What follows belongs to an exercise in optimizing a design on an open flow for small area; a production flow would make more cautious choices.
Where RTL was checked, it was by simulation tests only, not by an equivalence proof against the original.
Power figures rest on the tool's default switching activity, not on a simulated workload.

## rev 12
// id_stage
module id_stage (
  input  logic          clk,
  input  logic          rst,
  input  logic [DW-1:0] pc_in,
  input  logic [DW-1:0] instr_in,
  input  logic          wb_en,
  input  logic [RW-1:0] wb_dest,
  input  logic [DW-1:0] wb_val,
  input  logic          exe_wb_en,
  input  logic [RW-1:0] exe_dest,
  input  logic          mem_wb_en,
  input  logic [RW-1:0] mem_dest,
  output logic          freez,
  output logic          br_taken,
  output logic [DW-1:0] br_addr,
  output logic [DW-1:0] pc_out,
  output logic [3:0]    alu_cmd,
  output logic [DW-1:0] val1,
  output logic [DW-1:0] val2,
  output logic [DW-1:0] st_val,
  output logic [RW-1:0] dest,
  output logic          wb_en_out,
  output logic          mem_r,
  output logic          mem_w
);
  logic [5:0]    op;
  logic [RW-1:0] rs, rt, rd;
  logic [DW-1:0] imm, rv1, rv2;
  logic          is_r, is_ai, is_ld, is_st;
  logic          is_bez, is_bne, is_jmp;
  logic          use1, use2, br_cond;
  logic          haz1, haz2;
  id_stage_pkg::id_ex_t d, q;
  assign op  = instr_in[OP_LSB +: 6];
  assign rs  = instr_in[RS_LSB +: RW];
  assign rt  = instr_in[RT_LSB +: RW];
  assign rd  = instr_in[RD_LSB +: RW];
  assign imm = {{(DW-16){instr_in[15]}}, instr_in[15:0]};
  id_stage_reg_file #(
    .REG_CNT(REG_CNT),
    .DW     (DW)
  ) u_rf (
    .clk(clk),
    .rst(rst),
    .ra1(rs),
    .ra2(rt),
    .rd1(rv1),
    .rd2(rv2),
    .we (wb_en),
    .wa (wb_dest),
    .wd (wb_val)
  );
  always_comb begin
    is_r   = (op == OP_ADD) || (op == OP_SUB) || (op == OP_AND) ||
             (op == OP_OR)  || (op == OP_NOR) || (op == OP_XOR) ||
             (op == OP_SLA) || (op == OP_SLL) || (op == OP_SRA) ||
             (op == OP_SRL);
  ...
Size in the first run: roughly 2900 cells after synthesis, about 1200 flip-flops, about 290 I/O pins, ~0.048 mm² of cells after synthesis.
make LEC_CHECK=0 CAP_MARGIN=0 CORE_MARGIN=2 CORE_UTILIZATION=40 CTS_BUF_LIST=sky130_fd_sc_hd__clkbuf_4 SETUP_SLACK_MARGIN=0.2 SLEW_MARGIN=0 SYNTH_HIERARCHICAL=1 SYNTH_MINIMUM_KEEP_SIZE=0 finish   # period 9.0 ns
run.sh (not shown) runs the stock make flow with config.mk's settings and CLKGATE_MAP_FILE= SYNTH_SCRIPT=/design/flow/synth_recipe.tcl, a recipe that flattens the netlist after the stock synthesis.
What rev 13 does differently from rev 12 at the input level:
- clearing CTS_BUF_LIST, which used to be sky130_fd_sc_hd__clkbuf_4
Notes after the runs:
- The flow did not stop early for rev 12: all stages ran, and the layout cleared the timing, design-rule and antenna checks.
- Per the final summary, rev 13 finished and its layout is clean on timing, DRC and antenna.
- Rev 13: post-cts gate resize count is 1.8% lower than what rev 12 reported.
- Rev 13 vs. rev 12: global-route usage lower; global-route wire length before repair went down 1.5%; total wire length saw a decrease.
- Rev 13 ends up with a final setup slack of the worst path that is 59 ps higher than in rev 12.
- Rev 13 vs. rev 12: clock power share went up by 1.4 points.
- Comparing rev 13 with rev 12, the utilization of the core after routing came out essentially unchanged.
- Final period demand of the worst path in rev 13 is 59 ps lower than in rev 12
- In the flow results for rev 13 and rev 12, the via count is smaller on rev 13.
- There was hardly any difference in final non-filler cell area between rev 12 and rev 13.
Function was not checked in any run of this note: the RTL went through the layout flow alone.

Another version of the RTL of id_stage (not shown whole).
For scale: about 3000 cells after synthesis, roughly 1200 flip-flops, about 290 I/O pins, roughly 48000 sq um of cells after synthesis.
Settings: LEC_CHECK=0, CAP_MARGIN=20, CORE_MARGIN=2, CORE_UTILIZATION=40, GPL_TIMING_DRIVEN=0, SETUP_SLACK_MARGIN=0.4, SLEW_MARGIN=20, SYNTH_HIERARCHICAL=1, SYNTH_MINIMUM_KEEP_SIZE=0; clock period 9.0 ns.
standard.sh (not shown) runs the stock make flow with config.mk's settings and CLKGATE_MAP_FILE= SYNTH_SCRIPT=/design/flow/synth_recipe.tcl, a recipe that flattens the netlist after the stock synthesis.
==> flow/flow/run.sh <==
#!/bin/bash
# Layout flow: the standard ORFS flow (standard.sh, which runs the
# standard synthesis unchanged), with these changes to how the layout is
# made:
#  - the port buffers are sky130_fd_sc_hd__buf_1 instead of the cell
#    buffer_ports picks by default (every port still gets its buffer);
#  - clock tree synthesis inserts no dummy loads, and clusters up to 25
#    flip-flops on each clkbuf_16 leaf buffer;
#  - after global routing, gates off the critical paths are sized down
#    (ORFS's power recovery step), and flow/post_grt.tcl then repairs the
#    slew, capacitance and setup limits again.
# The make run's full output goes to flow_make.log in the work folder;
# ORFS's per-step logs are under orfs/logs/.
set -euo pipefail
cd "$(dirname "${BASH_SOURCE[0]}")/.."
bash standard.sh \
  "BUFFER_PORTS_ARGS=-buffer_cell sky130_fd_sc_hd__buf_1" \
  "CTS_ARGS=-sink_clustering_enable -repair_clock_nets -dont_use_dummy_load -buf_list sky130_fd_sc_hd__clkbuf_16 -sink_clustering_size 25 -sink_clustering_max_diameter 100" \
  "RECOVER_POWER=100" \
  "POST_GLOBAL_ROUTE_TCL=$PWD/flow/post_grt.tcl" \
  finish > flow_make.log 2>&1
==> flow/flow/post_grt.tcl <==
# Run at the end of ORFS's global route step, after its power recovery
# (RECOVER_POWER), which sizes gates down without regard to the slew and
# capacitance limits: repair those limits again, then legalise and reroute
# what changed, and repair setup timing.
global_route -start_incremental
repair_design -slew_margin 20 -cap_margin 20 -verbose
detailed_placement
global_route -end_incremental
estimate_parasitics -global_routing
global_route -start_incremental
repair_timing -setup -setup_margin 0.4 -verbose
detailed_placement
global_route -end_incremental
estimate_parasitics -global_routing
The baseline completed with no timing, DRC or antenna violations.
Rerun with:
Settings changed: CORE_UTILIZATION 40 to 60, SETUP_SLACK_MARGIN 0.4 to 0.2.
=> Synthesized area is unchanged. Sequential share of layout area goes up by 1.1 points. Total power goes down by 1.2%.

== before ==
id_stage, a different RTL version from the one above (not shown whole).
For scale: roughly 2900 cells after synthesis, roughly 290 I/O pins, ~0.048 sq mm of cells after synthesis.
==> flow/design.v (excerpt) <==
module id_stage (
  input  logic          clk,
  input  logic          rst,
  input  logic [DW-1:0] pc_in,
  input  logic [DW-1:0] instr_in,
  input  logic          wb_en,
  input  logic [RW-1:0] wb_dest,
  input  logic [DW-1:0] wb_val,
  input  logic          exe_wb_en,
  input  logic [RW-1:0] exe_dest,
  input  logic          mem_wb_en,
  input  logic [RW-1:0] mem_dest,
  output logic          freez,
  output logic          br_taken,
  output logic [DW-1:0] br_addr,
  output logic [DW-1:0] pc_out,
  output logic [3:0]    alu_cmd,
  output logic [DW-1:0] val1,
  output logic [DW-1:0] val2,
  output logic [DW-1:0] st_val,
  output logic [RW-1:0] dest,
  output logic          wb_en_out,
  output logic          mem_r,
  output logic          mem_w
);
clock: 9.0 ns
lec_check: 0
cap_margin: 0
core_margin: 2
core_utilization: 40
gpl_timing_driven: 0
setup_slack_margin: 0.2
slew_margin: 0
synth_hierarchical: 1
synth_minimum_keep_size: 0
==> flow/flow/run.sh <==
#!/bin/bash
# Layout flow: the standard ORFS flow (standard.sh, which runs the
# standard synthesis unchanged), with these changes to how the layout is
# made:
#  - the port buffers are sky130_fd_sc_hd__buf_1 instead of the cell
#    buffer_ports picks by default (every port still gets its buffer);
#  - clock tree synthesis inserts no dummy loads, and clusters up to 30
#    flip-flops on each clkbuf_16 leaf buffer;
#  - after global routing, gates off the critical paths are sized down
#    (ORFS's power recovery step).
# The make run's full output goes to flow_make.log in the work folder;
# ORFS's per-step logs are under orfs/logs/.
set -euo pipefail
cd "$(dirname "${BASH_SOURCE[0]}")/.."
bash standard.sh \
  "BUFFER_PORTS_ARGS=-buffer_cell sky130_fd_sc_hd__buf_1" \
  "CTS_ARGS=-sink_clustering_enable -repair_clock_nets -dont_use_dummy_load -buf_list sky130_fd_sc_hd__clkbuf_16 -sink_clustering_size 30 -sink_clustering_max_diameter 100" \
  "RECOVER_POWER=100" \
  finish > flow_make.log 2>&1
before: complete, dirty (max-capacitance violations, max-slew violations)
Input-level comparison between after and before:
Settings: swapping 0 for 20 in CAP_MARGIN; swapping 0 for 20 in SLEW_MARGIN.
diff --git a/flow/flow/run.sh b/flow/flow/run.sh
--- a/flow/flow/run.sh
+++ b/flow/flow/run.sh
@@ -7,4 +7,2 @@
-#  - clock tree synthesis inserts no dummy loads, and clusters up to 30
-#    flip-flops on each clkbuf_16 leaf buffer;
-#  - after global routing, gates off the critical paths are sized down
-#    (ORFS's power recovery step).
+#  - clock tree synthesis inserts no dummy loads, and clusters up to 25
+#    flip-flops on each clkbuf_16 leaf buffer.
@@ -17,2 +15 @@
-  "CTS_ARGS=-sink_clustering_enable -repair_clock_nets -dont_use_dummy_load -buf_list sky130_fd_sc_hd__clkbuf_16 -sink_clustering_size 30 -sink_clustering_max_diameter 100" \
-  "RECOVER_POWER=100" \
+  "CTS_ARGS=-sink_clustering_enable -repair_clock_nets -dont_use_dummy_load -buf_list sky130_fd_sc_hd__clkbuf_16 -sink_clustering_size 25 -sink_clustering_max_diameter 100" \
### Flow results
- after finished every step from synthesis to the final layout, and the layout passed the timing, design-rule and antenna checks.
- Count of clock-buffer cells in the layout grows by more than 10% when moving from before to after.
- The faster design of the two is before; after tops out lower.
- | global-route wire length before repair | after vs before | 1.5% higher |
- [compare] base=before new=after: routed wire length rose about 1.2%; area share of buffers outside the clock network rose by 2.9 points.

==> port drivers added, routing unchanged <==
No port has a modelled driver above. Below, the same layouts with a new extraction and two added sets of constraints.
Step 1: set_driving_cell puts a clkbuf_16 on clk and a buf_2 on each other input, an assumption about the parent block.
Step 2 also shifts input and output timing later by t, the mid clock arrival at the registers, as if the neighbouring blocks saw the same clock.
a / b / c = ideal / step 1 / step 2; a / b = the first two.
| run | t (ns) | slack for setup (ns) | latest minus earliest clock arrival (ns) | max-slew violations |
|---|---|---|---|---|
| rev 12 | 1.255 | 0.317 / 0.266 / 0.266 | 0.114 / 0.114 | 0 / 0 |
| rev 13 | 0.789 | 0.376 / 0.325 / 0.325 | 0.040 / 0.040 | 0 / 0 |
| the first run of note 2 | 0.756 | 0.451 / 0.316 / 0.316 | 0.057 / 0.057 | 0 / 0 |
| the second run of note 2 | 0.728 | 0.316 / 0.246 / 0.246 | 0.052 / 0.051 | 0 / 0 |
| before | 0.717 | 0.152 / 0.106 / 0.106 | 0.122 / 0.122 | 1170 / 1200 |
| after | 0.729 | 0.065 / 0.018 / 0.018 | 0.067 / 0.066 | 0 / 0 |
The drivers bring new slew violations in before. The setup slack of the first run of note 2, which loses most, moves by -0.135 ns with the drivers and by -0.135 ns with both steps.
